This is an optimization exercise on Yosys and OpenROAD, whose aim is small area, a short achievable clock period and few clock cycles per item, not a production implementation. Function was checked by simulation only, so behaviour that the tests miss may differ from the original. No activity file was given, so power comes from the tool's default toggle rates.

`flow/config.mk`:
```
export PLATFORM = sky130hd
export DESIGN_NAME = lzss_stream_decoder_unit
export DESIGN_NICKNAME = lzss_stream_decoder_unit
export VERILOG_FILES = /design/flow/design.v
export SDC_FILE = /design/flow/constraint.sdc
export NUM_CORES = 4
export LEC_CHECK = 0
export CAP_MARGIN = 20
export CORE_MARGIN = 2
export CORE_UTILIZATION = 38
export SETUP_SLACK_MARGIN = 4.5
export SLEW_MARGIN = 20
```
`flow/constraint.sdc`:
```
create_clock -name core_clock -period 8.0 [get_ports {clk}]
set_input_delay 1.6000 -clock core_clock [delete_from_list [all_inputs] [get_ports {clk}]]
set_output_delay 1.6000 -clock core_clock [all_outputs]
set_load 0.01 [all_outputs]
```
`flow/design.v`:
```
package lzsd_pkg;
    localparam int HistDepth   = 512;
    localparam int PosBits     = 9;
    localparam int LenBits     = 4;
    localparam int MinMatch    = 2;
    localparam int LitBits     = 8;
    localparam int AddrW       = $clog2(HistDepth);
    localparam int TokW        = 1 + PosBits + LenBits;    
    localparam int RemainW     = 5;
    localparam int CountW      = 32;
    localparam int OutDataW    = LitBits + CountW;
    localparam int BufW        = 40;
    localparam int BufCntW     = $clog2(BufW + 1);
    localparam int Banks       = 8;
endpackage
module lzsd_ctrl
(
    input  logic                          clk,
    input  logic                          rst_n,
    input  logic                          s_tvalid,
    output logic                          s_tready,
    input  logic [lzsd_pkg::LitBits-1:0]  s_tdata,
    input  logic                          s_tlast,
    output logic                          tok_valid,   
    output logic                          tok_eob,     
    output logic                          tok_lit,     
    output logic [lzsd_pkg::TokW-2:0]     tok_bits,    
    input  logic                          tok_take
);
    localparam int N  = lzsd_pkg::BufW;
    localparam int CW = lzsd_pkg::BufCntW;
    localparam int TW = lzsd_pkg::TokW;
    localparam int LT = 1 + lzsd_pkg::LitBits;    
    logic                         in_v;
    logic [lzsd_pkg::LitBits-1:0] in_d;
    logic                         ready_reg;
    logic                         pend_reg;    
    logic [N-1:0]                 buf_reg;
    logic [CW-1:0]                cnt_reg;
    logic                         ge_lit_reg;  
    logic                         ge_tok_reg;  
    logic                         accept;
    logic                         head;
    logic                         have_tok;
    logic                         eob_ok;
    logic                         take_lit;
    logic                         take_match;
    logic                         flush;
    assign accept   = s_tvalid && ready_reg;
    assign s_tready = ready_reg;
    assign head     = buf_reg[N-1];
    assign have_tok = head ? ge_lit_reg : ge_tok_reg;
    assign eob_ok   = pend_reg && !in_v && !have_tok;
    assign tok_valid = have_tok || eob_ok;
    assign tok_eob   = !have_tok;
    assign tok_lit   = head;
    assign tok_bits  = buf_reg[N-2 -: TW-1];
    assign take_lit   = tok_take && have_tok && head;
    assign take_match = tok_take && have_tok && !head;
    assign flush      = tok_take && !have_tok;
    logic [CW-1:0] left_keep, left_lit, left_match;
    logic [CW-1:0] cnt_next;
    logic          pend_next;
    assign left_keep  = cnt_reg;
    assign left_lit   = cnt_reg - CW'(LT);
    assign left_match = cnt_reg - CW'(TW);
    logic [N-1:0] shifted;
    logic [N-1:0] ins_keep, ins_lit, ins_match, ins;
    logic [N-1:0] msk_keep, msk_lit, msk_match, msk;
    logic [N-1:0] buf_next;
    assign shifted = take_lit   ? {buf_reg[N-1-LT:0], {LT{1'b0}}} :
                     take_match ? {buf_reg[N-1-TW:0], {TW{1'b0}}} : buf_reg;
    assign ins_keep  = {in_d, {(N-8){1'b0}}} >> left_keep;
    assign ins_lit   = {in_d, {(N-8){1'b0}}} >> left_lit;
    assign ins_match = {in_d, {(N-8){1'b0}}} >> left_match;
    assign msk_keep  = {8'hFF, {(N-8){1'b0}}} >> left_keep;
    assign msk_lit   = {8'hFF, {(N-8){1'b0}}} >> left_lit;
    assign msk_match = {8'hFF, {(N-8){1'b0}}} >> left_match;
    assign ins = take_lit ? ins_lit : (take_match ? ins_match : ins_keep);
    assign msk = take_lit ? msk_lit : (take_match ? msk_match : msk_keep);
    assign buf_next = in_v ? ((shifted & ~msk) | ins) : shifted;
    logic [CW-1:0] add_in;
    logic [CW-1:0] add_rdy;
    logic [CW-1:0] nk, nl, nm;
    logic          ready_next;
    logic          ge_lit_next;
    logic          ge_tok_next;
    assign add_in  = in_v ? CW'(8) : CW'(0);
    assign add_rdy = add_in + (ready_reg ? CW'(8) : CW'(0));
    assign nk      = left_keep + add_in;
    assign nl      = left_lit + add_in;
    assign nm      = left_match + add_in;
    always_comb
    begin
        pend_next = (pend_reg && !flush) || (accept && s_tlast);
        if (flush)
        begin
            cnt_next    = '0;
            ge_lit_next = 1'b0;
            ge_tok_next = 1'b0;
            ready_next  = 1'b1;
        end
        else if (take_lit)
        begin
            cnt_next    = nl;
            ge_lit_next = nl >= CW'(LT);
            ge_tok_next = nl >= CW'(TW);
            ready_next  = (left_lit + add_rdy) <= CW'(N - 8);
        end
        else if (take_match)
        begin
            cnt_next    = nm;
            ge_lit_next = nm >= CW'(LT);
            ge_tok_next = nm >= CW'(TW);
            ready_next  = (left_match + add_rdy) <= CW'(N - 8);
        end
        else
        begin
            cnt_next    = nk;
            ge_lit_next = nk >= CW'(LT);
            ge_tok_next = nk >= CW'(TW);
            ready_next  = (left_keep + add_rdy) <= CW'(N - 8);
        end
    end
    always_ff @(posedge clk or negedge rst_n)
    begin
        if (!rst_n)
        begin
            in_v       <= 1'b0;
            ready_reg  <= 1'b0;
            pend_reg   <= 1'b0;
            cnt_reg    <= '0;
            ge_lit_reg <= 1'b0;
            ge_tok_reg <= 1'b0;
        end
        else
        begin
            in_v       <= accept;
            pend_reg   <= pend_next;
            cnt_reg    <= cnt_next;
            ge_lit_reg <= ge_lit_next;
            ge_tok_reg <= ge_tok_next;
            ready_reg  <= ready_next && !pend_next;
        end
    end
    always_ff @(posedge clk)
    begin
        in_d    <= s_tdata;
        buf_reg <= buf_next;
    end
endmodule
module lzsd_datapath
(
    input  logic                          clk,
    input  logic                          rst_n,
    input  logic                          tok_valid,
    input  logic                          tok_eob,
    input  logic                          tok_lit,
    input  logic [lzsd_pkg::TokW-2:0]     tok_bits,
    output logic                          tok_take,
    output logic                          out_valid,
    input  logic                          out_ready,
    output logic [lzsd_pkg::LitBits-1:0]  out_byte,
    output logic                          is_data,
    output logic                          out_last,
    output logic [lzsd_pkg::CountW-1:0]   total_length
);
    localparam int AW = lzsd_pkg::AddrW;
    localparam int BW = lzsd_pkg::LitBits;
    localparam int RW = lzsd_pkg::RemainW;
    localparam int CW = lzsd_pkg::CountW;
    localparam int NB = lzsd_pkg::Banks;
    localparam int LW = AW - $clog2(NB);    
    localparam int QD = 3;                  
    logic          cur_v;
    logic          cur_m;       
    logic          cur_e;       
    logic [BW-1:0] cur_lit;
    logic [AW-1:0] cur_src;     
    logic [RW-1:0] cur_rem;     
    logic          cur_last;    
    logic [7:0]    cur_sa;      
    logic [7:0]    cur_sb;      
    logic [AW-1:0] wslot;
    logic          wrapped;
    logic          r_v;
    logic          r_m;
    logic          r_e;
    logic          r_hit;
    logic [AW-1:0] r_src;
    logic [AW-1:0] r_idx;
    logic [BW-1:0] r_lit;
    logic [NB-1:0][BW-1:0] r_bank;
    logic          p_v;
    logic          p_e;
    logic [BW-1:0] p_byte;
    logic [AW-1:0] p_idx;
    logic          p2_v;
    logic [BW-1:0] p2_byte;
    logic [AW-1:0] p2_idx;
    logic [1:0]    q_cnt;
    logic          q_e [QD];
    logic [BW-1:0] q_byte [QD];
    logic          o_v;
    logic          o_e;
    logic [BW-1:0] o_byte;
    logic [CW-1:0] o_cnt;
    logic          fresh;
    logic          issue_ok;
    logic          issue;
    logic          cur_done;
    logic          hit;
    logic          p_we;
    logic [NB-1:0][BW-1:0] bank_rd;
    logic [BW-1:0] rd_byte;
    logic [BW-1:0] r_byte;
    logic [2:0]    occ;
    logic          xfer;
    logic [2:0]    occ_iss;
    assign xfer    = o_v && out_ready;
    assign occ_iss = occ + 3'(issue);
    assign issue    = cur_v && issue_ok;
    assign cur_done = !cur_v || (issue && (!cur_m || cur_last));
    assign tok_take = cur_done && tok_valid;
    assign hit  = wrapped || (cur_src != '0 && cur_src <= wslot);
    assign p_we = p_v && !p_e;
    logic [(1 << LW)-1:0] word_sel;
    always_comb
    begin
        for (int w = 0; w < (1 << LW); w++)
        begin
            word_sel[w] = cur_sa[w % 8] && cur_sb[w / 8];
        end
    end
    for (genvar g = 0; g < NB; g++)
    begin : g_bank
        logic [BW-1:0] mem [1 << LW];
        always_ff @(posedge clk)
        begin
            if (p_we && p_idx[AW-1:LW] == (AW-LW)'(g))
            begin
                mem[p_idx[LW-1:0]] <= p_byte;
            end
        end
        always_comb
        begin
            bank_rd[g] = '0;
            for (int w = 0; w < (1 << LW); w++)
            begin
                bank_rd[g] = bank_rd[g] | (mem[w] & {BW{word_sel[w]}});
            end
        end
    end
    always_comb
    begin
        if (p_v && !p_e && p_idx == r_src)
        begin
            rd_byte = p_byte;
        end
        else if (p2_v && p2_idx == r_src)
        begin
            rd_byte = p2_byte;
        end
        else
        begin
            rd_byte = r_bank[r_src[AW-1:LW]];
        end
    end
    assign r_byte = r_e ? '0 : (r_m ? (r_hit ? rd_byte : '0) : r_lit);
    always_ff @(posedge clk or negedge rst_n)
    begin
        if (!rst_n)
        begin
            cur_v   <= 1'b0;
            occ     <= '0;
            issue_ok <= 1'b1;
            wslot   <= '0;
            wrapped <= 1'b0;
            r_v     <= 1'b0;
            p_v     <= 1'b0;
            p2_v    <= 1'b0;
        end
        else
        begin
            if (cur_done)
            begin
                cur_v <= tok_valid;
            end
            if (issue)
            begin
                if (cur_e)
                begin
                    wslot   <= '0;
                    wrapped <= 1'b0;
                end
                else
                begin
                    wslot <= wslot + AW'(1);
                    if (wslot == '1)
                    begin
                        wrapped <= 1'b1;
                    end
                end
            end
            r_v  <= issue;
            p_v  <= r_v;
            occ  <= occ_iss - 3'(xfer);
            issue_ok <= xfer ? (occ_iss <= 3'(QD + 1)) : (occ_iss <= 3'(QD));
            p2_v <= p_we;
        end
    end
    always_ff @(posedge clk)
    begin
        if (tok_take)
        begin
            cur_e   <= tok_eob;
            cur_m   <= !tok_eob && !tok_lit;
            cur_lit <= tok_bits[lzsd_pkg::TokW-2 -: BW];
            cur_src <= tok_bits[lzsd_pkg::TokW-2 -: AW];
            cur_rem <= RW'(tok_bits[lzsd_pkg::LenBits-1:0]) + RW'(lzsd_pkg::MinMatch - 1);
            cur_last <= 1'b0;
            cur_sa  <= 8'd1 << tok_bits[lzsd_pkg::LenBits +: 3];
            cur_sb  <= 8'd1 << tok_bits[lzsd_pkg::LenBits + 3 +: 3];
        end
        else if (issue)
        begin
            cur_src <= cur_src + AW'(1);
            cur_rem <= cur_rem - RW'(1);
            cur_last <= (cur_rem == RW'(1));
            cur_sa  <= {cur_sa[6:0], cur_sa[7]};
            if (cur_sa[7])
            begin
                cur_sb <= {cur_sb[6:0], cur_sb[7]};
            end
        end
        r_m    <= cur_m;
        r_e    <= cur_e;
        r_hit  <= hit;
        r_src  <= cur_src;
        r_lit  <= cur_lit;
        r_bank <= bank_rd;
        p_e    <= r_e;
        p_byte <= r_byte;
        r_idx  <= wslot + AW'(1);
        p_idx  <= r_idx;
        p2_byte <= p_byte;
        p2_idx  <= p_idx;
    end
    logic          o_free;
    logic          take_q;
    logic          take_p;
    logic          push_p;
    logic          ld_e;
    logic [BW-1:0] ld_byte;
    logic [1:0]    q_after_pop;
    assign o_free      = !o_v || out_ready;
    assign take_q      = o_free && (q_cnt != '0);
    assign take_p      = o_free && (q_cnt == '0) && p_v;
    assign push_p      = p_v && !take_p;
    assign ld_e        = take_q ? q_e[0] : p_e;
    assign ld_byte     = take_q ? q_byte[0] : p_byte;
    assign q_after_pop = q_cnt - 2'(take_q);
    always_ff @(posedge clk or negedge rst_n)
    begin
        if (!rst_n)
        begin
            q_cnt <= '0;
            o_v   <= 1'b0;
            fresh <= 1'b1;
        end
        else
        begin
            q_cnt <= q_after_pop + 2'(push_p);
            if (o_free)
            begin
                o_v <= take_q || take_p;
            end
            if (take_q || take_p)
            begin
                fresh <= ld_e;
            end
        end
    end
    always_ff @(posedge clk)
    begin
        for (int i = 0; i < QD; i++)
        begin
            if (push_p && q_after_pop == 2'(i))
            begin
                q_e[i]    <= p_e;
                q_byte[i] <= p_byte;
            end
            else if (take_q && i < QD - 1)
            begin
                q_e[i]    <= q_e[i+1];
                q_byte[i] <= q_byte[i+1];
            end
        end
        if (take_q || take_p)
        begin
            o_e    <= ld_e;
            o_byte <= ld_byte;
            if (ld_e)
            begin
                o_cnt <= fresh ? '0 : o_cnt;
            end
            else
            begin
                o_cnt <= fresh ? CW'(1) : ((o_cnt == '1) ? o_cnt : o_cnt + CW'(1));
            end
        end
    end
    assign out_valid    = o_v;
    assign out_byte     = o_byte;
    assign is_data      = !o_e;
    assign out_last     = o_e;
    assign total_length = o_cnt;
endmodule
module lzss_stream_decoder_unit
(
    input  logic                            clk,
    input  logic                            rst_n,
    input  logic                            s_tvalid,
    output logic                            s_tready,
    input  logic [lzsd_pkg::LitBits-1:0]    s_tdata,    
    input  logic                            s_tlast,
    output logic                            m_tvalid,
    input  logic                            m_tready,
    output logic [lzsd_pkg::OutDataW-1:0]   m_tdata,    
    output logic                            m_tuser,    
    output logic                            m_tlast
);
    logic                         tok_valid;
    logic                         tok_eob;
    logic                         tok_lit;
    logic [lzsd_pkg::TokW-2:0]    tok_bits;
    logic                         tok_take;
    logic [lzsd_pkg::LitBits-1:0] out_byte;
    logic [lzsd_pkg::CountW-1:0]  total_length;
    lzsd_ctrl u_ctrl (
        .clk       (clk),
        .rst_n     (rst_n),
        .s_tvalid  (s_tvalid),
        .s_tready  (s_tready),
        .s_tdata   (s_tdata),
        .s_tlast   (s_tlast),
        .tok_valid (tok_valid),
        .tok_eob   (tok_eob),
        .tok_lit   (tok_lit),
        .tok_bits  (tok_bits),
        .tok_take  (tok_take)
    );
    lzsd_datapath u_datapath (
        .clk          (clk),
        .rst_n        (rst_n),
        .tok_valid    (tok_valid),
        .tok_eob      (tok_eob),
        .tok_lit      (tok_lit),
        .tok_bits     (tok_bits),
        .tok_take     (tok_take),
        .out_valid    (m_tvalid),
        .out_ready    (m_tready),
        .out_byte     (out_byte),
        .is_data      (m_tuser),
        .out_last     (m_tlast),
        .total_length (total_length)
    );
    assign m_tdata = {total_length, out_byte};
endmodule
```
`flow/run.sh`:
```
#!/bin/bash
# synth_recipe.tcl (not shown) runs the flow's synth.tcl, then flattens the netlist and writes it again
# the make line also repeats each setting of config.mk as NAME=value (left out here)
make -C /OpenROAD-flow-scripts/flow DESIGN_CONFIG=/design/flow/config.mk WORK_HOME=/design/flow/orfs CLKGATE_MAP_FILE= SYNTH_SCRIPT=/design/flow/synth_recipe.tcl finish
```
==> notes.md, run 1 <==
The most used flip-flop cell after synthesis is sky130_fd_sc_hd__edfxtp_1. The final max-slew violation count came out at 0. The total power per unit cell area is 390 nW/um^2. The floorplan step defined a die boundary enclosing 431000 um^2. In the final layout, the share of cells above drive strength 1 is 0.174. The area growth from synthesis to layout is 15.4%. The total standard cell area after synthesis came out at 162000 um^2. The clock tree from TritonCTS is built. During I/O placement, the number of pins put on the boundary was 57.

The top-area cell type share of the netlist area came out at 0.780. The number of nets produced by synthesis came out at 8973. Synthesis produced 8910 cells. After layout, the worst setup slack is 4270 ps. The largest fanout on the critical path is 40. The number of setup violations in the final report is 0.

The layout net count came out at 9290. The worst-skew pair later-pin latency came out at 1040 ps. Counting stages on the worst path, the most repeated cell is sky130_fd_sc_hd__buf_4. Port buffering added 56 buffers.

After floorplanning, the core was divided into 239 placement rows. Across every metal layer, demand over resource in global routing totals 0.308. For the pin with the worst max-slew slack, the measured transition is 1390 ps.

The hold violation count in the final report came to 0. The clock edge transition at the registers on the reported setup and hold paths is 60 ps. The hold-critical path depth is 0. The total number of vias is 106000.

The arrival time reported for the critical path endpoint is 4540 ps. The total negative slack for setup checks came out at 0 ps. Entering global routing, the biggest net connects 187 pins.

The largest individual stage delay along the critical path comes from the cell sky130_fd_sc_hd__or4_1. The total clock sinks is 4414. For the finished layout, the period the worst path requires is 3730 ps.

The tree is rooted in a sky130_fd_sc_hd__clkbuf_16. The weighted congestion reported at the end of routability-driven placement came out at 0.955. The number of cells on the worst reg-to-reg path is 7. Sorting the synthesized cells by area gives the leading types as sky130_fd_sc_hd__edfxtp_1, sky130_fd_sc_hd__a22o_1, sky130_fd_sc_hd__a221oi_1, sky130_fd_sc_hd__dfxtp_1, sky130_fd_sc_hd__nor2_1. The proportion of register bits with asynchronous set or reset after synthesis is 0.00748. The number of levels in the clock H-tree came out at 5. The average cell area after synthesis came out at 18.2 um^2.

Power comes to 72900 uW. Sorting the synthesized cells by how often they occur yields sky130_fd_sc_hd__edfxtp_1, sky130_fd_sc_hd__a22o_1, sky130_fd_sc_hd__a221oi_1. The slack of the worst reg-to-reg path is 4270 ps. The first routing iteration left 23700 violations. The critical path goes through buf_4 > and2_4 > buf_4 > a22o_1 > a221oi_1 > nand4_1 > or4_1. The tightest slew margin relative to the limit is 0.0766. The startpoint class of the critical path is a flop. On the worst path, the slowest cell contributes a delay of 650 ps.

The final critical-path share of the clock period came out at 0.466. The number of distinct library cells after synthesis came out at 85. The number of buffers added by the clock tree synthesis step is 437. The filler cell count came out at 36400.

The synthesized design contains 4414 register bits. For this block, the routed nets add up to 692000 um of wire. The static leakage power is 0.0584 uW. The startpoint identified for the worst register-to-register timing path is u_datapath.cur_sb[5]$_DFFE_PP_. The number of enable flip-flop cells after synthesis came out at 4204.

In this run the critical register-to-register path is captured at u_datapath.r_bank[18]$_DFF_P_. The width of the die came out at 657 um. The pre-CTS worst setup slack came out at 3050 ps. The core outline area came out at 424000 um^2. The flow ran to the end and the layout has no timing, DRC or antenna violations.

The count of warnings emitted by yosys is 4. Setup repair after global routing could not meet its margin everywhere. The maximum VDD drop came out at 574 uV.

The via count of the first global-routing pass is 97100. The detailed-router iteration count before antenna repair is 9. For this run, the register share of the synthesized area comes to 0.807. The flip-flop count of the largest register, all copies and words added is 4096. STA puts the critical path data required time at 8810 ps.

The setup path with the least slack is of type reg2reg. In this run the most critical hold path is launched from u_datapath.cur_lit[6]$_DFFE_PP_. For hold timing, the worst endpoint is u_datapath.r_lit[6]$_DFF_P_.

The tightest min-delay check is of the reg2reg type. The HPWL reported at the end of detailed placement came out at 405000 um. The DRC violations left is 0.

The average wire per standard cell came out at 45.2 um. The global-route wire length before repair came out at 899000 um. The longest clock path from root to sink contains 4 buffers. For the final database, setup skew stands at 73.3 ps. The via count normalized by instance count is 6.92. STA classifies the critical path endpoint as a flop. The initial antenna violation count is 41. The cell taking the most area after synthesis is sky130_fd_sc_hd__edfxtp_1. sky130_fd_sc_hd__edfxtp_1 is the most common cell in the netlist.

The overall die height came out at 657 um. The number of nets still failing antenna checks after routing is 0. The maximum achievable frequency is 268 MHz. The initial utilization of the core area, before any placement, comes to 0.382.

After global routing the overflow that remains totals 0. The max-cap violation count came out at 0.
power breakdown:
part | leakage, uW | total, uW | switching [uW] | internal, uW
Combinational | 0.0112 | 23400 | 17600 | 5810
Sequential | 0.0404 | 28900 | 869 | 28000
Clock | 0.00687 | 20600 | 9080 | 11500
layer usage:
metal,GRT usage,part of all wire
met4,0.188,0.075
met1,0.393,0.34
met3,0.115,0.16
met5,0.000554,0.00072
met2,0.446,0.42
area by class of cell:
class                   count  area, um^2  area share
well taps                5663        7090      0.0379
multi-input cells        3866       30700       0.164
clock inverters           248        2280      0.0122
inverters                  63         241     0.00129
flip-flops and latches   4414      131000       0.699
clock buffers             559       11700      0.0628
repair buffers            445        4050      0.0217
diodes                     34        85.1    0.000455
worst max path at each step:
stage	startpoint	to	cells past startpoint
after floorplan	m_tready	u_datapath.o_cnt[0]$_SDFFCE_PP0P_	5
after global placement	m_tready	u_datapath.q_byte[1][4]$_DFFE_PP_	8
after detailed placement	m_tready	u_datapath.q_byte[0][1]$_DFFE_PP_	7
after CTS	u_datapath.p_e$_DFF_P_	u_datapath.g_bank[0].mem[33][3]$_DFFE_PP_	5
after global routing	u_datapath.p_idx[1]$_DFF_P_	u_datapath.g_bank[4].mem[11][6]$_DFFE_PP_	4
final	u_datapath.cur_sb[5]$_DFFE_PP_	u_datapath.r_bank[18]$_DFF_P_	7
critical path: cells and delay by family, from the launching register on:
kind	cells	cell delay, ps
simple gates	3	1430
flops	1	420
buf+inv	2	750
compound gates	2	850
cell usage in the layout, fill, tap and decap left out, drive strengths merged, types with 10 or more instances in the layout:
cell / count
a21oi: 35
a221oi: 1024
a222oi: 25
a22o: 1026
and2: 77
and3: 11
buf: 389
bufinv: 35
clkbuf: 560
clkdlybuf4s50: 11
clkinv: 189
clkinvlp: 10
dfrtp: 31
dfxtp: 177
diode: 34
dlygate4sd2: 44
edfxtp: 4204
ha: 47
inv: 77
mux2: 46
mux2i: 20
mux4: 18
nand2: 172
nand2b: 11
nand3: 41
nand4: 275
nor2: 610
nor3: 29
nor3b: 16
nor4: 13
o21ai: 57
o221ai: 15
o22ai: 21
or4: 66
xnor2: 47
xor2: 39
stage by stage:
step / instances / area, um^2 / utilization / hold WS (ps)
floorplan: 8910 / 162000 / - / 310
global route: 15300 / 187000 / 0.440 / 348
finish: 15300 / 187000 / 0.441 / 332
detailed placement: 14400 / 171000 / 0.404 / 323
CTS: 15200 / 186000 / 0.439 / 338
global placement: 14400 / 170000 / 0.402 / 314
cell families (layout without fill, tap and decap cells):
| family | after synthesis | in the layout | share of synthesized area |
|---|---|---|---|
| buffers and inverters | 635 | 1315 | 0.0150 |
| flip-flops | 4414 | 4414 | 0.807 |
| XOR/XNOR | 86 | 86 | 0.00475 |
| adder cells (fa/ha/maj) | 50 | 50 | 0.00400 |
| other | 0 | 34 | 0 |
| AO/OA/AOI/OAI | 2292 | 2292 | 0.122 |
| AND/OR/NAND/NOR | 1349 | 1354 | 0.0406 |
| multiplexers | 84 | 84 | 0.00694 |
what timing repair did:
item                       in CTS  in global routing
hold buffers                    0                  0
setup endpoints to repair    1903                868
resized for setup             165                123
setup buffers                  24                 18
pin swaps                       5                  8
cloned                          1                  4
Testbench counts, summed over its fixed seeds: cycles 36,811, items 36,523.
==> inputs of run 2 (changes only) <==
--- a/flow/design.v
+++ b/flow/design.v
@@ -173,3 +173,3 @@
     localparam int LW = AW - $clog2(NB);    
-    localparam int QD = 3;                  
+    localparam int QD = 4;                  
     logic          cur_v;
@@ -181,4 +181,3 @@
     logic          cur_last;    
-    logic [7:0]    cur_sa;      
-    logic [7:0]    cur_sb;      
+    logic [(1 << LW)-1:0] word_sel;    
     logic [AW-1:0] wslot;
@@ -200,3 +199,5 @@
     logic [AW-1:0] p2_idx;
-    logic [1:0]    q_cnt;
+    logic [1:0]    q_wp;
+    logic [1:0]    q_rp;
+    logic          q_full;
     logic          q_e [QD];
@@ -205,4 +206,6 @@
     logic          o_e;
+    logic          o_d;         
     logic [BW-1:0] o_byte;
-    logic [CW-1:0] o_cnt;
+    logic [CW-1:0] o_cnt;       
+    logic [CW-1:0] c_cnt;       
     logic          fresh;
@@ -212,3 +215,4 @@
     logic          hit;
-    logic          p_we;
+    logic          p_we;        
+    logic [NB-1:0] p_wh;        
     logic [NB-1:0][BW-1:0] bank_rd;
@@ -222,14 +226,5 @@
     assign issue    = cur_v && issue_ok;
-    assign cur_done = !cur_v || (issue && (!cur_m || cur_last));
+    assign cur_done = !cur_v || (issue_ok && cur_last);
     assign tok_take = cur_done && tok_valid;
     assign hit  = wrapped || (cur_src != '0 && cur_src <= wslot);
-    assign p_we = p_v && !p_e;
-    logic [(1 << LW)-1:0] word_sel;
-    always_comb
-    begin
-        for (int w = 0; w < (1 << LW); w++)
-        begin
-            word_sel[w] = cur_sa[w % 8] && cur_sb[w / 8];
-        end
-    end
     for (genvar g = 0; g < NB; g++)
@@ -239,3 +234,3 @@
         begin
-            if (p_we && p_idx[AW-1:LW] == (AW-LW)'(g))
+            if (p_wh[g])
             begin
@@ -280,2 +275,3 @@
             p_v     <= 1'b0;
+            p_we    <= 1'b0;
             p2_v    <= 1'b0;
@@ -306,2 +302,3 @@
             p_v  <= r_v;
+            p_we <= r_v && !r_e;
             occ  <= occ_iss - 3'(xfer);
@@ -320,5 +317,4 @@
             cur_rem <= RW'(tok_bits[lzsd_pkg::LenBits-1:0]) + RW'(lzsd_pkg::MinMatch - 1);
-            cur_last <= 1'b0;
-            cur_sa  <= 8'd1 << tok_bits[lzsd_pkg::LenBits +: 3];
-            cur_sb  <= 8'd1 << tok_bits[lzsd_pkg::LenBits + 3 +: 3];
+            cur_last <= tok_eob || tok_lit;
+            word_sel <= (1 << LW)'(1) << tok_bits[lzsd_pkg::LenBits +: LW];
         end
@@ -329,7 +325,3 @@
             cur_last <= (cur_rem == RW'(1));
-            cur_sa  <= {cur_sa[6:0], cur_sa[7]};
-            if (cur_sa[7])
-            begin
-                cur_sb <= {cur_sb[6:0], cur_sb[7]};
-            end
+            word_sel <= {word_sel[(1 << LW)-2:0], word_sel[(1 << LW)-1]};
         end
@@ -345,2 +337,3 @@
         p_idx  <= r_idx;
+        p_wh   <= (r_v && !r_e) ? (NB'(1) << r_idx[AW-1:LW]) : '0;
         p2_byte <= p_byte;
@@ -348,16 +341,12 @@
     end
-    logic          o_free;
-    logic          take_q;
-    logic          take_p;
-    logic          push_p;
+    logic          q_ne;
+    logic          take;
     logic          ld_e;
     logic [BW-1:0] ld_byte;
-    logic [1:0]    q_after_pop;
-    assign o_free      = !o_v || out_ready;
-    assign take_q      = o_free && (q_cnt != '0);
-    assign take_p      = o_free && (q_cnt == '0) && p_v;
-    assign push_p      = p_v && !take_p;
-    assign ld_e        = take_q ? q_e[0] : p_e;
-    assign ld_byte     = take_q ? q_byte[0] : p_byte;
-    assign q_after_pop = q_cnt - 2'(take_q);
+    assign q_ne    = (q_wp != q_rp) || q_full;
+    assign take    = (!o_v || out_ready) && q_ne;
+    assign ld_e    = q_e[q_rp];
+    assign ld_byte = q_byte[q_rp];
+    logic [CW-1:0] cnt_inc;
+    assign cnt_inc = fresh ? CW'(1) : ((c_cnt == '1) ? c_cnt : c_cnt + CW'(1));
     always_ff @(posedge clk or negedge rst_n)
@@ -366,5 +355,7 @@
         begin
-            q_cnt <= '0;
-            o_v   <= 1'b0;
-            fresh <= 1'b1;
+            q_wp   <= '0;
+            q_rp   <= '0;
+            q_full <= 1'b0;
+            o_v    <= 1'b0;
+            fresh  <= 1'b1;
         end
@@ -372,8 +363,19 @@
         begin
-            q_cnt <= q_after_pop + 2'(push_p);
-            if (o_free)
+            if (p_v)
+            begin
+                q_wp <= q_wp + 2'(1);
+            end
+            if (take)
             begin
-                o_v <= take_q || take_p;
+                q_rp <= q_rp + 2'(1);
             end
-            if (take_q || take_p)
+            if (p_v != take)
+            begin
+                q_full <= p_v && (q_wp + 2'(1) == q_rp);
+            end
+            if (!o_v || out_ready)
+            begin
+                o_v <= q_ne;
+            end
+            if (take)
             begin
@@ -385,18 +387,11 @@
     begin
-        for (int i = 0; i < QD; i++)
+        if (p_v)
         begin
-            if (push_p && q_after_pop == 2'(i))
-            begin
-                q_e[i]    <= p_e;
-                q_byte[i] <= p_byte;
-            end
-            else if (take_q && i < QD - 1)
-            begin
-                q_e[i]    <= q_e[i+1];
-                q_byte[i] <= q_byte[i+1];
-            end
+            q_e[q_wp]    <= p_e;
+            q_byte[q_wp] <= p_byte;
         end
-        if (take_q || take_p)
+        if (take)
         begin
             o_e    <= ld_e;
+            o_d    <= !ld_e;
             o_byte <= ld_byte;
@@ -404,3 +399,3 @@
             begin
-                o_cnt <= fresh ? '0 : o_cnt;
+                o_cnt <= fresh ? '0 : c_cnt;
             end
@@ -408,3 +403,4 @@
             begin
-                o_cnt <= fresh ? CW'(1) : ((o_cnt == '1) ? o_cnt : o_cnt + CW'(1));
+                o_cnt <= cnt_inc;
+                c_cnt <= cnt_inc;
             end
@@ -414,3 +410,3 @@
     assign out_byte     = o_byte;
-    assign is_data      = !o_e;
+    assign is_data      = o_d;
     assign out_last     = o_e;
--- a/flow/config.mk
+++ b/flow/config.mk
@@ -10,3 +10,5 @@
 export CORE_UTILIZATION = 38
-export SETUP_SLACK_MARGIN = 4.5
+export CTS_CLUSTER_DIAMETER = 80
+export CTS_CLUSTER_SIZE = 30
+export SETUP_SLACK_MARGIN = 5
 export SLEW_MARGIN = 20
==> notes.md, run 2 <==
Setup repair after global routing could not meet its margin everywhere. The DRC violations left is 0 (unchanged). The count of buffers inserted at the top-level ports came out at 56 (unchanged). The top-area cell type share of the netlist area came out at 0.771 (-0.00899). The hold buffer count at cts was 0 (unchanged). The proportion of register bits with asynchronous set or reset after synthesis came out at 0.00819 (+0.000717). The HPWL reported at the end of detailed placement came out at 396000 um (-2.1%). The via count normalized by instance count is 6.88 (-0.46%). The worst hold path belongs to the class reg2reg. The number of standard cells after synthesis came out at 9237 (+3.7%). The static leakage power came to 0.0571 uW (-2.3%). The fraction of the yosys area taken by sequential cells is 0.799 (-0.00843). The overall fraction of global-route tracks in use is 0.296 (-0.0116). The sequential group share of total power is 0.461 (+0.065). The average cell area after synthesis was 18.1 um^2 (-0.30%). The largest clock skew in the final design is 80.4 ps (+7.11 ps).

The simple-gate portion of the synthesized area is 0.0489 (+0.00823). The number of register bits inferred by synthesis came out at 4516 (+2.3%). The ratio of cells with drive above 1 in the final layout is 0.118 (-0.0556). The top flip-flop cell by instance count after synthesis is sky130_fd_sc_hd__edfxtp_1. The footprint of the flip-flops and latches was 134000 um^2 (+2.3%). The overall die height came out at 668 um (+1.7%). The area of the multi-input gates is 32300 um^2 (+5.2%). The clock edge transition at the registers on the reported setup and hold paths came out at 110 ps (+50 ps). The global-route wire length before repair was 892000 um (-0.78%). Leaving out fill and tap cells, the most frequent cell in the layout is sky130_fd_sc_hd__edfxtp_1. The initial antenna violation count is 76 (+85%).

The pre-CTS worst setup slack came to 3500 ps (+443 ps). The final max-slew violation count came out at 0 (unchanged). The startpoint class of the critical path is a flop. The die area came out at 446000 um^2 (+3.3%). The total negative slack for setup checks came out at 0 ps (unchanged). The floorplan row count came out at 243 (+1.7%).

The clock tree from TritonCTS is built. The total detailed-routing wirelength came out at 683000 um (-1.2%). The I/O pin count was 57 (unchanged).

Of all cell types, the one taking the most synthesized area is sky130_fd_sc_hd__edfxtp_1. The DRC marker count from the first detailed-route iteration is 22800 (-3.7%). The effective utilization at floorplan came out at 0.382 (about the same). The compound-gate portion of the synthesized area came to 0.122 (+0.000319). The switching share of power was 0.394 (+0.0154).

The commonest cells after synthesis are sky130_fd_sc_hd__edfxtp_1, sky130_fd_sc_hd__a22o_1, sky130_fd_sc_hd__a221oi_1. The via count of the first global-routing pass came out at 96600 (-0.54%). The finished layout cell area is 185000 um^2 (-1.2%).

The required time at the endpoint of the critical path is 8850 ps (+40 ps). The multiplexer share of the synthesized area is 0.00613 (-0.000816). The weighted congestion reported at the end of routability-driven placement is 0.956 (+0.15%).

The total standard cell area after synthesis is 167000 um^2 (+3.4%). The pin count of the biggest net entering global routing came out at 214 (+14%). The average wire per standard cell came to 44.4 um (-1.8%). The width of the die is 668 um (+1.7%). The number of enable flip-flop cells after synthesis is 4295 (+2.2%).

The maximum buffer depth of the clock tree is 4 (unchanged). The maximum VDD drop is 395 uV (-31%). The switching power total came out at 25600 uW (-7.2%). The number of buffers added by the clock tree synthesis step was 190 (-57%). The total power per unit cell area came out at 352 nW/um^2 (-9.7%).

The instance count after placement with tap cells included is 14800 (+2.9%). The hold-critical path depth was 0 (unchanged). The total number of vias came to 106000 (+0.23%). The flow ran to the end and the layout has no timing, DRC or antenna violations.

The arithmetic-cell share of the synthesized area counting full adders, half adders and majority gates was 0.00402 (+0.0000196). In the layout the commonest cells are sky130_fd_sc_hd__edfxtp_1, sky130_fd_sc_hd__a22o_1, sky130_fd_sc_hd__a221oi_1. The number of setup violations in the final report is 0 (unchanged).

The worst reg2reg path depth is 5 (-2). The flip-flop count of the largest register, all copies and words added is 4096 (unchanged). The master cell of the clock root buffer is sky130_fd_sc_hd__clkbuf_16. The area growth from synthesis to layout is 10.3%. The transition time at the pin with the least slew margin is 1250 ps (-133 ps).

The arrival time reported for the critical path endpoint came out at 4030 ps (-510 ps). The filler-free cell count of the finished design was 15400 (+0.69%). The number of distinct library cells after synthesis is 97 (+14%).

The total clock sinks is 4516 (+2.3%). The cell internal power dissipation came to 39400 uW (-13%). The number of levels in the clock H-tree is 4 (-1). The worst setup path is captured at a flop. The count of warnings emitted by yosys came out at 2 (-2).

The number of nets still failing antenna checks after routing came out at 0 (unchanged). The final critical-path share of the clock period came out at 0.398 (-0.0684). The hold violation count in the final report came out at 0 (unchanged). The detailed-router iteration count before antenna repair is 9 (unchanged). Ranked by total cell area, the synthesized netlist is headed by sky130_fd_sc_hd__edfxtp_1, sky130_fd_sc_hd__a22o_1, sky130_fd_sc_hd__a221oi_1, sky130_fd_sc_hd__dfxtp_1, sky130_fd_sc_hd__and2_1. The worst setup path is of the reg2reg kind.

The cell with the most instances after synthesis is sky130_fd_sc_hd__edfxtp_1. The core outline area was 438000 um^2 (+3.3%). The worst-skew pair later-pin latency is 1010 ps (-30 ps). The clock period minus worst slack is 3180 ps (-547 ps). The placed cell area is 176000 um^2 (+2.5%). The number of nets produced by synthesis is 9302 (+3.7%).

The clock share of power came out at 0.194 (-0.088). The filler cell count is 38100 (+4.7%). The part of the power in combinational logic is 0.344 (+0.022). The fraction of synthesized cell area in xor and xnor cells came out at 0.00544 (+0.000699). The tightest slew margin relative to the limit is 0.165 (+0.0889). The layout net count came out at 9348 (+0.62%). The combinational family with the most area after synthesis is compound AO/OA/AOI/OAI gates. The maximum achievable frequency came out at 314 MHz (+17%). The post-layout worst setup margin is 4820 ps (+547 ps). The max-cap violation count came out at 0 (unchanged). The largest fanout on the critical path is 50 (+25%). The overflow left after global routing is 0 (unchanged).
-- run 2: cell types whose count changed in the layout (fill, tap and decap cells not counted), moves of 46 or more --
cell,before,now
sky130_fd_sc_hd__nand2_1,120,166
sky130_fd_sc_hd__nor2_2,332,29
sky130_fd_sc_hd__and2_2,5,146
sky130_fd_sc_hd__and2_4,64,2
sky130_fd_sc_hd__diode_2,34,107
sky130_fd_sc_hd__clkinv_2,84,4
sky130_fd_sc_hd__o31ai_1,4,69
sky130_fd_sc_hd__buf_12,25,87
sky130_fd_sc_hd__nor2_1,243,133
sky130_fd_sc_hd__clkinv_1,94,5
sky130_fd_sc_hd__and2_1,8,380
sky130_fd_sc_hd__edfxtp_1,4204,4295
sky130_fd_sc_hd__clkbuf_16,442,193
-- run 2: final cells by class --
type	instances	share of cell area
inverters	55	0.00133
diodes	107	0.00145
flip-flops and latches	4516	0.724
clock inverters	59	0.00511
repair buffers	454	0.0252
clock buffers	261	0.0278
well taps	5880	0.0399
multi-input cells	4066	0.175
-- run 2: cell families (layout without fill, tap and decap cells) --
group	Yosys count	count (layout)
AND/OR/NAND/NOR	1433	1435
buffers and inverters	657	829
adder cells (fa/ha/maj)	52	52
XOR/XNOR	104	104
multiplexers	65	65
flip-flops	4516	4516
other	0	107
AO/OA/AOI/OAI	2410	2410
-- run 2: final timing paths --
kind / startpoint / to / slack [ps]
setup reg to reg: u_datapath.word_sel[35]$_DFFE_PP_ / u_datapath.r_bank[56]$_DFF_P_ / 4820
min in group asynchronous: rst_n / u_datapath.q_rp[1]$_DFFE_PN0P_ / 750
setup / recovery: u_datapath.word_sel[35]$_DFFE_PP_ / u_datapath.r_bank[56]$_DFF_P_ / 4820
hold reg to reg: u_datapath.r_idx[2]$_DFF_P_ / u_datapath.p_idx[2]$_DFF_P_ / 300
max in group asynchronous: rst_n / u_ctrl.cnt_reg[0]$_DFFE_PN0P_ / 6510
hold / removal: u_datapath.r_idx[2]$_DFF_P_ / u_datapath.p_idx[2]$_DFF_P_ / 300
-- run 2: metal layers --
layer | routed length (um) | vias up | global-route usage
met5 | 546 | - | 0.00467
met4 | 48300 | 44 | 0.178
met3 | 105000 | 2045 | 0.0987
met2 | 295000 | 10500 | 0.435
met1 | 234000 | 54700 | 0.381
li1 | - | 38700 | -
-- run 2: repair_timing --
action | in CTS | in global routing
gates resized for setup | 398 | 108
setup endpoints to repair | 3504 | 858
pin swaps | 41 | 21
gates cloned | 1 | 1
buffers inserted | 113 | 38
-- run 2: power by group through the flow --
stage | Clock [uW] | Combinational [uW] | Sequential (uW)
after floorplan | 0 | 9260 | 31100
after global placement | 0 | 20500 | 30500
after global routing | 13200 | 22300 | 30100
after detailed placement | 0 | 20700 | 30600
after CTS | 12500 | 21100 | 30000
final | 12600 | 22400 | 30000
-- run 2: critical path, stage by stage, from the launching register on --
cell                       delay, ps
sky130_fd_sc_hd__edfxtp_1        400
sky130_fd_sc_hd__buf_4           290
sky130_fd_sc_hd__buf_12          240
sky130_fd_sc_hd__a221oi_1        930
sky130_fd_sc_hd__nand4_1         370
sky130_fd_sc_hd__or4_1           530
-- run 2: through the flow --
stage | hold WS (ps) | util | power, uW
floorplan | 310 | - | 40300
global placement | 324 | 0.401 | 51100
detailed placement | 320 | 0.401 | 51200
CTS | 304 | 0.419 | 63600
global route | 313 | 0.421 | 65600
finish | 297 | 0.421 | 65000
Testbench counts of run 2, summed over its fixed seeds: cycles 36,819, items 36,523.
==> inputs of run 3 (changes only) <==
--- a/flow/config.mk
+++ b/flow/config.mk
@@ -9,3 +9,3 @@
 export CORE_MARGIN = 2
-export CORE_UTILIZATION = 38
+export CORE_UTILIZATION = 45
 export CTS_CLUSTER_DIAMETER = 80
==> notes.md, run 3 <==
The run finished with no timing, DRC or antenna violations. The via count normalized by instance count came out at 7.36 (+6.9%). The largest clock skew in the final design is 77.8 ps (-2.65 ps).

The most used flip-flop cell after synthesis is sky130_fd_sc_hd__edfxtp_1. The worst-skew pair later-pin latency is 1020 ps (about the same). The width of the die came out at 614 um (-8.1%). The part of the power in combinational logic came to 0.341 (-0.003). The type of destination of the critical path is a flop. The I/O pin count came to 57 (unchanged). The cell internal power dissipation is 39500 uW (+0.23%). The maximum VDD drop came out at 472 uV (+20%).

STA classifies the critical path startpoint as a flop. The clock share of power came out at 0.197 (+0.003). The arrival time reported for the critical path endpoint is 3850 ps (-180 ps). Leaving out fill and tap cells, the most frequent cells in the layout are sky130_fd_sc_hd__edfxtp_1, sky130_fd_sc_hd__a22o_1, sky130_fd_sc_hd__a221oi_1. The max-cap violation count is 0 (unchanged). The final max-slew violation count came to 0 (unchanged).

Walking the worst path, the cells encountered are nand2_1 > nor2_2 > buf_4 > and2_1. The number of setup violations in the final report was 0 (unchanged). The path with the worst hold slack has its endpoint at u_datapath.p_idx[0]$_DFF_P_.

The total clock sinks was 4516 (unchanged). The clock period minus worst slack came out at 3230 ps (+46.1 ps). The proportion of register bits with asynchronous set or reset after synthesis came out at 0.00819 (unchanged). The final critical-path share of the clock period is 0.404 (+0.00576). The tree is rooted in a sky130_fd_sc_hd__clkbuf_16.

The worst hold path belongs to the class reg2reg. The average wire per standard cell came out at 47.0 um (+5.9%). The tightest slew margin relative to the limit is 0.146 (-0.0191). The DRC marker count from the first detailed-route iteration came to 24100 (+5.3%). sky130_fd_sc_hd__edfxtp_1 takes more of the synthesized area than any other cell. The static leakage power came out at 0.0569 uW (-0.29%). The largest individual stage delay along the critical path comes from the cell sky130_fd_sc_hd__dfxtp_1. TritonCTS built the clock tree. In the synthesized netlist, the cells that appear most often are sky130_fd_sc_hd__edfxtp_1, sky130_fd_sc_hd__a22o_1, sky130_fd_sc_hd__a221oi_1.

The total negative slack for setup checks is 0 ps (unchanged). The count of warnings emitted by yosys is 2 (unchanged). The maximum achievable frequency is 310 MHz (-1.4%). The largest fanout on the critical path is 10 (-80%). The peak per-stage delay on the critical path came out at 750 ps (-180 ps).

The worst register-to-register path begins at u_datapath.p_idx[2]$_DFF_P_. The number of nets still failing antenna checks after routing came out at 0 (unchanged). The number of standard cells after synthesis came to 9237 (unchanged).

The via count of the first global-routing pass is 96500 (-0.078%). The weighted congestion reported at the end of routability-driven placement was 0.961 (+0.55%). The layout net count came out at 9326 (-0.24%). The total power per unit cell area is 356 nW/um^2 (+1.1%). The hold buffer count at cts came to 0 (unchanged).

The slack of the worst reg-to-reg path is 4770 ps (-50 ps). The count of buffers inserted at the top-level ports came to 56 (unchanged). The ratio of cells with drive above 1 in the final layout came out at 0.114 (-0.00400).

The number of distinct library cells after synthesis is 97 (unchanged). The switching share of power came to 0.394 (about the same). The DRC violations left is 0 (unchanged). The number of enable flip-flop cells after synthesis was 4295 (unchanged). The global-route wire length before repair was 884000 um (-0.86%). The number of levels in the clock H-tree is 4 (unchanged).

The floorplan row count came out at 223 (-8.2%). The initial antenna violation count is 81 (+6.6%). The HPWL reported at the end of detailed placement was 401000 um (+1.3%).

The hold-critical path depth is 0 (unchanged). The average cell area after synthesis was 18.1 um^2 (unchanged). The pin count of the biggest net entering global routing came out at 224 (+4.7%).

The sequential group share of total power was 0.462 (about the same). The setup path with the least slack is of type reg2reg. In this run the most critical hold path is launched from u_datapath.r_idx[0]$_DFF_P_. The overall die height came out at 614 um (-8.1%). The worst-case hold slack came out at 330 ps (+32.8 ps).

The number of nets produced by synthesis came to 9302 (unchanged). After synthesis, the cell types taking the most area are sky130_fd_sc_hd__edfxtp_1, sky130_fd_sc_hd__a22o_1, sky130_fd_sc_hd__a221oi_1, sky130_fd_sc_hd__dfxtp_1, sky130_fd_sc_hd__and2_1. The flip-flop count of the largest register, all copies and words added came to 4096 (unchanged). Setup repair after global routing could not meet its margin everywhere. The detailed-router iteration count before antenna repair was 9 (unchanged). The endpoint identified for the worst register-to-register timing path is u_datapath.g_bank[2].mem[44][1]$_DFFE_PP_.

Leaving out fill and tap cells, the most frequent cell in the layout is sky130_fd_sc_hd__edfxtp_1. The clock edge transition at the registers on the reported setup and hold paths is 110 ps (about the same). The number of buffers added by the clock tree synthesis step is 192 (+1.1%). The maximum buffer depth of the clock tree is 4 (unchanged). Among all cell types in the netlist, the one instantiated most often is sky130_fd_sc_hd__edfxtp_1. The effective utilization at floorplan is 0.453 (+0.0710). The total number of vias came to 107000 (+0.61%).

The die area is 377000 um^2 (-15%). The required time at the endpoint of the critical path is 8620 ps (-230 ps). The total standard cell area after synthesis is 167000 um^2 (unchanged). The worst reg2reg path depth is 4 (-1). In this run the worst setup path begins at u_datapath.p_idx[2]$_DFF_P_. The overflow left after global routing came out at 0 (unchanged). The core outline area is 369000 um^2 (-16%). The number of register bits inferred by synthesis is 4516 (unchanged). The overall fraction of global-route tracks in use came out at 0.352 (+0.0556).

The fraction of the yosys area taken by sequential cells came out at 0.799 (unchanged). The transition time at the pin with the least slew margin is 1280 ps (+28.6 ps). The switching power total came out at 25600 uW (+0.18%). The hold violation count in the final report came out at 0 (unchanged). The total detailed-routing wirelength is 681000 um (-0.43%). The top-area cell type share of the netlist area came out at 0.771 (unchanged). The area growth from synthesis to layout is 9.28%.
[run 3: worst max-delay path by stage]
stage | to | slack (ps) | depth (start not counted)
2_1_floorplan | u_datapath.cur_last$_DFFE_PP_ | 4260 | 5
3_3_place_gp | u_ctrl.buf_reg[0]$_DFF_P_ | 3620 | 10
3_5_place_dp | u_ctrl.buf_reg[0]$_DFF_P_ | 3680 | 11
4_1_cts | s_tready | 4820 | 1
5_1_grt | m_tdata[12] | 4820 | 1
6_report | u_datapath.g_bank[2].mem[44][1]$_DFFE_PP_ | 4770 | 4
[run 3: layout make-up]
type	instances	area, um^2
fillers	30000	187000
flip-flops and latches	4516	134000
multi-input cells	4066	32100
well taps	4950	6190
clock buffers	283	5320
repair buffers	430	4050
clock inverters	67	981
diodes	118	295
inverters	55	241
[run 3: power groups by stage]
stage | Sequential [uW] | Clock [uW] | Combinational (uW)
5_1_grt | 30100 | 13500 | 22000
6_report | 30100 | 12900 | 22200
3_5_place_dp | 30600 | 0 | 20600
4_1_cts | 30000 | 12700 | 21000
2_1_floorplan | 31100 | 0 | 9260
3_3_place_gp | 30600 | 0 | 20400
[run 3: logic make-up (layout without fill, tap and decap cells)]
group,Yosys count,count (layout),share of synthesized area
AO/OA/AOI/OAI,2410,2410,0.122
XOR/XNOR,104,104,0.00544
adder cells (fa/ha/maj),52,52,0.00402
buffers and inverters,657,835,0.0150
flip-flops,4516,4516,0.799
multiplexers,65,66,0.00613
other,0,118,0
AND/OR/NAND/NOR,1433,1434,0.0489
[run 3: stage by stage]
| step | instances | utilization | total power, uW | cell area [um^2] | worst slack (ps) |
|---|---|---|---|---|---|
| 2_1_floorplan | 9237 | - | 40300 | 167000 | 4260 |
| 3_3_place_gp | 13900 | 0.472 | 51000 | 174000 | 3620 |
| 3_5_place_dp | 13900 | 0.473 | 51200 | 175000 | 3680 |
| 4_1_cts | 14300 | 0.493 | 63800 | 182000 | 4820 |
| 5_1_grt | 14400 | 0.494 | 65600 | 183000 | 4820 |
| 6_report | 14500 | 0.495 | 65200 | 183000 | 4770 |
[run 3: critical path: cells and delay by family (launching register included)]
kind          cells  cell delay [ps]
buf+inv           1              480
flops             1              750
simple gates      3             1630
[run 3: timing repair]
action | 4_1_cts | 5_1_grt
pin swaps | 28 | 10
setup buffers | 76 | 25
endpoints found under the setup margin | 2694 | 654
resized for setup | 370 | 84
cloned | 0 | 2
[run 3: metal layers]
layer,vias up,wire (um),global-route usage
li1,38700,-,-
met1,55000,237000,0.467
met3,2178,106000,0.115
met5,-,567,0.00672
met2,10700,290000,0.507
met4,36,47500,0.205

afterwards: timing with drivers on the ports:
The flow's constraints put no driver on any port. The routed layouts listed below were extracted and timed again, unchanged, in two steps. Step 1, drivers: a clkbuf_16 drives clk and a buf_2 each remaining input, both assumed. Step 2, shift: input delay + t, output delay - t, t = (earliest + latest rising clock arrival at the registers) / 2. This alone moves slack from input paths to output paths. a / b / c = ideal ports / drivers / drivers and shift; a / b = the first two.
run | t, ns | setup slack, ns | hold slack, ns | worst data-port slew with drivers (ns) | cell pins on the clock port's net
run 1 | 1.106 | 4.270 / 4.270 / 3.654 | 0.332 / 0.332 / 0.332 | 0.07 | 1
run 2 | 1.094 | 4.818 / 4.692 / 4.648 | 0.297 / 0.297 / 0.297 | 0.04 | 1
run 3 | 1.101 | 4.772 / 4.737 / 4.625 | 0.330 / 0.330 / 0.330 | 0.04 | 1
After both steps every run listed still meets setup and hold. The setup slack of run 1, which loses most, moves by 0.000 ns with the drivers and by -0.616 ns with both steps.
